This is an optimization exercise on Yosys and OpenROAD, whose aim is small area and a short achievable clock period, not a production implementation. Function was checked by simulation only, so behaviour that the tests miss may differ from the original.

<file path="flow/flow/run.sh">
#!/bin/bash
# The standard layout (standard.sh: standard synthesis and ORFS flow),
# with three changes to how the layout is made:
#  - every input and output port is buffered by a plain buf_2 instead of the
#    delay buffer the port buffering step picks by default;
#  - the resizer may change a cell's footprint (e.g. upsize a flip-flop);
#  - clock tree synthesis builds its tree from a clkbuf_16 root and clkbuf_8
#    buffers, without sink clustering and without dummy loads.
# The full output of the run is kept in make_finish.log; ORFS's own per-step
# logs are under orfs/logs/.
set -euo pipefail
bash standard.sh \
  "BUFFER_PORTS_ARGS=-buffer_cell sky130_fd_sc_hd__buf_2" \
  "MATCH_CELL_FOOTPRINT=0" \
  "CTS_ARGS=-repair_clock_nets -dont_use_dummy_load -root_buf sky130_fd_sc_hd__clkbuf_16 -buf_list {sky130_fd_sc_hd__clkbuf_8}" \
  finish > make_finish.log 2>&1
</file>
<file path="flow/constraint.sdc">
create_clock -name core_clock -period 7.5 [get_ports {clk}]
set_input_delay 1.5000 -clock core_clock [delete_from_list [all_inputs] [get_ports {clk}]]
set_output_delay 1.5000 -clock core_clock [all_outputs]
set_load 0.01 [all_outputs]
</file>
<file path="flow/config.mk">
export PLATFORM = sky130hd
export DESIGN_NAME = squeeze_top
export DESIGN_NICKNAME = squeeze_top
export VERILOG_FILES = /design/flow/design.v
export SDC_FILE = /design/flow/constraint.sdc
export NUM_CORES = 4
export LEC_CHECK = 0
export ABC_AREA = 1
export CAP_MARGIN = 5
export CORE_MARGIN = 2
export CORE_UTILIZATION = 40
export PLACE_DENSITY = 0.45
export SETUP_SLACK_MARGIN = 4.9
export SLEW_MARGIN = 5
</file>
<file path="flow/design.v">
`timescale 1ns/10ps
package squeeze_pkg;
	function automatic int wk(input int lane, input int chan);
		wk = ((lane * 7 + chan * 3 + 2) % 13) - 6;
	endfunction
	function automatic int bk(input int lane);
		bk = (((lane * 5 + 1) % 7) - 3) * 64;
	endfunction
	function automatic int term_off(input int lane, input int chan);
		int k, a, sneg, lneg;
		k    = wk(lane, chan);
		a    = (k < 0) ? -k : k;
		sneg = (wk(0, chan) < 0) ? 1 : 0;
		lneg = (k < 0) ? 1 : 0;
		if (k == 0)
			term_off = 0;
		else if (lneg == sneg)
			term_off = -a * sneg;
		else
			term_off = a * sneg - 1;
	endfunction
	function automatic int preload(input int lane);
		int p;
		p = bk(lane);
		for (int c = 0; c < 8; c++) p = p - term_off(lane, c);
		preload = p;
	endfunction
endpackage
`timescale 1ns/10ps
module coef_rom #(
	parameter int LANE = 0
) (
	input  logic          clk,
	input  logic          xval,
	input  logic [2:0]    xchan,
	input  logic [18:0]   m1,
	input  logic [18:0]   m3,
	input  logic [18:0]   m5,
	output logic [18:0]   op
);
	logic [6:1] s_p_q, s_n_q;
	always_comb begin
		s_p_q = '0;
		s_n_q = '0;
		for (int c = 0; c < 8; c++) begin
			if (xval && xchan == c) begin
				for (int a = 1; a <= 6; a++) begin
					if (squeeze_pkg::wk(LANE, c) == a || squeeze_pkg::wk(LANE, c) == -a) begin
						if ((squeeze_pkg::wk(LANE, c) < 0) == (squeeze_pkg::wk(0, c) < 0))
							s_p_q[a] = 1'b1;
						else
							s_n_q[a] = 1'b1;
					end
				end
			end
		end
	end
	logic [18:0] mul [6:1];
	logic [18:0] t;
	assign mul[1] = m1;
	assign mul[2] = m1 << 1;
	assign mul[3] = m3;
	assign mul[4] = m1 << 2;
	assign mul[5] = m5;
	assign mul[6] = m3 << 1;
	always_comb begin
		t = '0;
		for (int a = 1; a <= 6; a++) begin
			t = t | ({19{s_p_q[a]}} & mul[a])
			      | ({19{s_n_q[a]}} & ~mul[a]);
		end
	end
	always_ff @(posedge clk) begin
		op <= t;
	end
endmodule
`timescale 1ns/10ps
module mac_lane #(
	parameter int LANE = 0
) (
	input  logic                   clk,
	input  logic                   first,
	input  logic [21-1:0]   op,
	output logic [21-1:0]   acc
);
	localparam int PRE_I = squeeze_pkg::preload(LANE);
	logic [21-1:0] preload;
	assign preload = PRE_I;
	always_ff @(posedge clk) begin
		acc <= (first ? preload : acc) + op;
	end
endmodule
`timescale 1ns/10ps
module requant (
	input  logic [21-1:0] acc,
	output logic [16-1:0] q
);
	assign q = {1'b0, acc[18:4] & {15{~acc[21-1]}}};
endmodule
`timescale 1ns/10ps
module squeeze_ctrl (
	input  logic       clk,
	input  logic       arst_n,
	input  logic       en,
	input  logic       ram_feedback,
	output logic [2:0] chan,
	output logic       xval,
	output logic [2:0] xchan,
	output logic       first,
	output logic       sample,
	output logic       finish
);
	localparam int NPIX = 3 * 3;
	logic       last2;
	logic [3:0] pix_cnt;
	logic       layer_end;
	logic       fb_seen;
	always_ff @(posedge clk or negedge arst_n) begin
		if (!arst_n) begin
			chan   <= 3'd0;
			xval   <= 1'b0;
			xchan  <= 3'd0;
			first  <= 1'b0;
			last2  <= 1'b0;
			sample <= 1'b0;
		end else begin
			if (en) chan <= chan + 3'd1;
			xval   <= en;
			xchan  <= chan;
			first  <= xval && (xchan == 3'd0);
			last2  <= xval && (xchan == 3'd7);
			sample <= last2;
		end
	end
	always_ff @(posedge clk or negedge arst_n) begin
		if (!arst_n) begin
			pix_cnt   <= '0;
			layer_end <= 1'b0;
		end else if (last2 && !layer_end) begin
			pix_cnt <= pix_cnt + 1'b1;
			if (pix_cnt == NPIX - 1) layer_end <= 1'b1;
		end
	end
	always_ff @(posedge clk or negedge arst_n) begin
		if (!arst_n) begin
			fb_seen <= 1'b0;
		end else if (ram_feedback) begin
			fb_seen <= 1'b1;
		end
	end
	assign finish = layer_end && !fb_seen;
endmodule
`timescale 1ns/10ps
module squeeze_top (
	input  logic                             clk,
	input  logic                             arst_n,
	input  logic                             en,
	input  logic [16-1:0]            ifm,
	input  logic                             ram_feedback,
	output logic [4*16-1:0] ofm,
	output logic                             sample,
	output logic                             finish
);
	logic [2:0]            chan;
	logic                  xval;
	logic [2:0]            xchan;
	logic                  first;
	logic [16-1:0] x;
	logic [18:0]           m1, m3, m5;
	squeeze_ctrl ctrl_i (
		.clk          (clk),
		.arst_n       (arst_n),
		.en           (en),
		.ram_feedback (ram_feedback),
		.chan         (chan),
		.xval         (xval),
		.xchan        (xchan),
		.first        (first),
		.sample       (sample),
		.finish       (finish)
	);
	always_ff @(posedge clk) begin
		x <= ifm ^ {16{~chan[1]}};
	end
	assign m1 = {{3{x[15]}}, x};
	assign m3 = m1 + (m1 << 1);
	assign m5 = m1 + (m1 << 2);
	genvar l;
	generate
		for (l = 0; l < 4; l++) begin : g_lane
			logic [18:0]          op;
			logic [21-1:0] acc;
			coef_rom #(.LANE(l)) sel_i (
				.clk    (clk),
				.xval   (xval),
				.xchan  (xchan),
				.m1     (m1),
				.m3     (m3),
				.m5     (m5),
				.op     (op)
			);
			mac_lane #(.LANE(l)) mac_i (
				.clk   (clk),
				.first (first),
				.op    ({{(21-19){op[18]}}, op}),
				.acc   (acc)
			);
			requant rq_i (
				.acc (acc),
				.q   (ofm[l*16 +: 16])
			);
		end
	endgenerate
endmodule
</file>
<file path="flow/standard.sh">
#!/bin/bash
# synth_recipe.tcl (not shown) runs the flow's synth.tcl, then flattens the netlist and writes it again
# the make line also repeats each setting of config.mk as NAME=value (left out here)
make -C /OpenROAD-flow-scripts/flow DESIGN_CONFIG=/design/flow/config.mk WORK_HOME=/design/flow/orfs CLKGATE_MAP_FILE= SYNTH_SCRIPT=/design/flow/synth_recipe.tcl "${@:-finish}"
</file>
==> metrics.csv <==
stage,metric,value,unit
clock_network,CTS tree,done,
placement,Place WS,4.43,ns
sta,Slew HR,35.4,%
logic_synthesis,Yosys reg bits,192,
clock_network,Clock Tree Buf Depth,2,
clock_network,Hold Buf Count CTS,0,
floorplan,IO Count,86,
global_route,largest net degree at the start of global routing,27,
layout,Antenna Cells,0,
clock_network,Root Buffer Master,clkbuf_16,
sta,RSZ-0062 raised after global routing,true,
global_route,GRT overflow,0,
layout,layout overhead on the synthesized area,8.92,%
logic_synthesis,Post-synth ARST share,8.33,%
logic_synthesis,"Cell Area, Synth",13700,um2
route,wire per inst,18.6,um
logic_synthesis,top-area cell type share of the netlist area,25.8,%
worst_hold_path,Worst Hold Class,flip-flop to flip-flop,
layout,most frequent cells in the layout,"nand2_1 (483), inv_1 (241), nor2_1 (222), dfxtp_1 (157), a21oi_1 (139)",
logic_synthesis,register area share after synthesis,28.7,%
logic_synthesis,Post-synth EDFFs,0,
worst_setup_path,crit-path max cell delay,0.42,ns
worst_setup_path,maximum fanout along the worst path,16,
worst_setup_path,crit path kind,flip-flop to primary output,
logic_synthesis,Post-Synthesis Cells,2004,
floorplan,die area,35700,um2
sta,Slew Limit Fails,0,
layout,Post-layout nets,2209,
sta,Final Hold Vio Count,0,
sta,Worst Tran Pin Value,0.969,ns
logic_synthesis,post-synth cell types,56,
floorplan,Rows,67,
clock_network,worst skew pair latency,0.42,ns
worst_setup_path,CP Launch Type,flip-flop,
worst_setup_path,flop-to-flop setup slack,4.96,ns
sta,period utilization,35.1,%
status,status,no timing/DRC/antenna violations,
floorplan,Die Wd,189,um
worst_setup_path,"Cell Chain, Critical Path",nor2_2 -> buf_2,
clock_network,# clock sinks,192,
sta,Final Skew,0.0331,ns
route,Via density,5.29,
sta,Final WS setup,4.87,ns
placement,I/O Buffers,81,
clock_network,number of CTS-inserted buffers,17,
layout,share of layout cells above drive strength 1,10.5,%
route,vias after detailed routing,13300,
sta,Total Negative Setup Slacks,0,ns
flow_run,max cap viols,0,
logic_synthesis,YS warnings,14,
floorplan,Die Span Y,189,um
worst_setup_path,CP Data Arrival Time,1.13,ns
floorplan,initial core utilization,40.6,%
route,drt total wl,46900,um
route,DRT iter0 DRCs,1080,
logic_synthesis,dominant cells by area after synthesis,"dfxtp_1 (26%), nand2_1 (13%), ha_1 (10%)",
sta,final setup fails,0,
logic_synthesis,post-synth top area cell,dfxtp_1,
route,First-pass DRT Iterations,6,
route,"antenna viol nets, final",0,
layout,"commonest non-fill, non-tap cell in the layout",nand2_1,
global_route,vias in the first global route,12800,
route,drt drc,0,
clock_network,Clock transition at path regs,0.10,ns
worst_setup_path,CP endpoint kind,primary output,
worst_setup_path,"Slowest-stage cell, CP",dfxtp_4,
placement,routability cong.,0.921,
clock_network,H-tree levels,4,
logic_synthesis,"Top FF cell, synth",dfxtp_1,
floorplan,core area,33600,um2
global_route,initial antenna violation count,0,
global_route,Total Routing Usage GR,26.7,%
sta,fmax,380,MHz
global_route,first-pass GRT wire length,73400,um
placement,Detailed Place HPWL,36600,um
layout,Final Core Density,44.3,%
worst_setup_path,CP required,6.00,ns
logic_synthesis,Avg Inst Size Synth,6.82,um2
sta,minimum clock period,2.63,ns
registers in the layout, indices dropped and copies added (netlist names):
signal / count
ctrl_i.first: 1
ctrl_i.pix_cnt: 4
x: 16
ctrl_i.xchan: 3
ctrl_i.sample: 1
ctrl_i.last2: 1
ctrl_i.xval: 1
ctrl_i.fb_seen: 1
ctrl_i.layer_end: 1
ctrl_i.chan: 3
g_lane.mac_i.acc: 84
g_lane.sel_i.op: 76
timing repair:
action,in CTS,in global routing
resized for setup,26,39
pin swaps,0,3
setup buffers,4,4
cloned,1,0
setup endpoints to repair,112,120
cell type report:
cell class              count  area, um2
inverters                 264       1010
fillers                  3604      18700
flip-flops and latches    192       3960
clock buffers              17        245
multi-input cells        1502       8550
repair buffers             94        553
well taps                 448        561
metal layers:
metal	up-vias	global-route usage (%)	part of all wire, %
met4	0	8.44	2.6
met3	56	3.54	5.9
li1	6671	-	-
met2	435	41.5	44
met5	-	0	0
met1	6150	38.1	48
kinds of logic (layout without fill, tap and decap cells):
logic type / count (synthesis) / in the layout / synth area share (%)
AOI/OAI and AO/OA: 331 / 331 / 14.1
xor gates and xnor gates: 101 / 101 / 6.53
adders and majority gates: 118 / 118 / 11.1
buffers and inverters: 313 / 375 / 9.42
DFF: 192 / 192 / 28.7
muxes: 1 / 1 / 0.0824
other: 1 / 4 / 0.0274
and+or+nand+nor: 947 / 947 / 30.0
stage by stage:
step,instance area (um2),hold slack (ns),instances
after global placement,14400,0.367,2491
after detailed placement,14400,0.386,2491
after floorplan,13700,0.354,2007
final,14900,0.401,2517
after CTS,14800,0.408,2513
after global routing,14900,0.426,2517
Yosys cell counts (20+ instances only):
master    instances
clkbuf_1         20
a21oi_1         145
nand4_1          42
xnor2_1          36
o21ai_0          67
inv_1           243
nand2_1         485
nor3_1           21
o22ai_1          36
ha_1            112
dfxtp_1         176
nand3_1         130
nor2_1          225
xor2_1           64
critical path: cells and delay by family (launching register included):
| family | cells | cell delay [ns] |
|---|---|---|
| AND/OR/NAND/NOR | 1 | 0.16 |
| buffers and inverters | 1 | 0.15 |
| flip-flops | 1 | 0.42 |
path summary, 6_finish.rpt:
check | start | to | cells after the start
setup / recovery | g_lane[2].mac_i.acc[20]$_DFF_P_ | ofm[46] | 2
hold / removal | ctrl_i.last2$_DFF_PN0_ | ctrl_i.sample$_DFF_PN0_ | 0
setup reg to reg | ctrl_i.xval$_DFF_PN0_ | g_lane[0].sel_i.op[13]$_DFF_P_ | 8
hold reg to reg | ctrl_i.last2$_DFF_PN0_ | ctrl_i.sample$_DFF_PN0_ | 0
max in group asynchronous | arst_n | ctrl_i.xchan[0]$_DFF_PN0_ | 1
min in group asynchronous | arst_n | ctrl_i.pix_cnt[0]$_DFFE_PN0P_ | 1

-- port drivers added, routing unchanged --
In the flow no input, the clock included, has a driving cell. The finished layout below was timed again as built, in two steps. Step 1 assumes that a clkbuf_16 drives the clock port and a buf_2 every other input. Step 2 also shifts input and output timing later by t, the mid clock arrival at the registers, as if the neighbouring blocks saw the same clock. Slacks: ideal / step 1 / step 2; pairs: ideal / step 1.
shift t [ns]: 0.460
slack for setup (ns): 4.867 / 4.810 / 4.957
worst setup path after step 2: register to register
clock arrival spread, ns: 0.033 / 0.033
slew at the worst register clock pin (ns): 0.10 / 0.10
After both steps setup and hold are still met in this run. For this run, drivers alone change the setup slack by -0.057 ns; drivers and shift together by +0.090 ns.
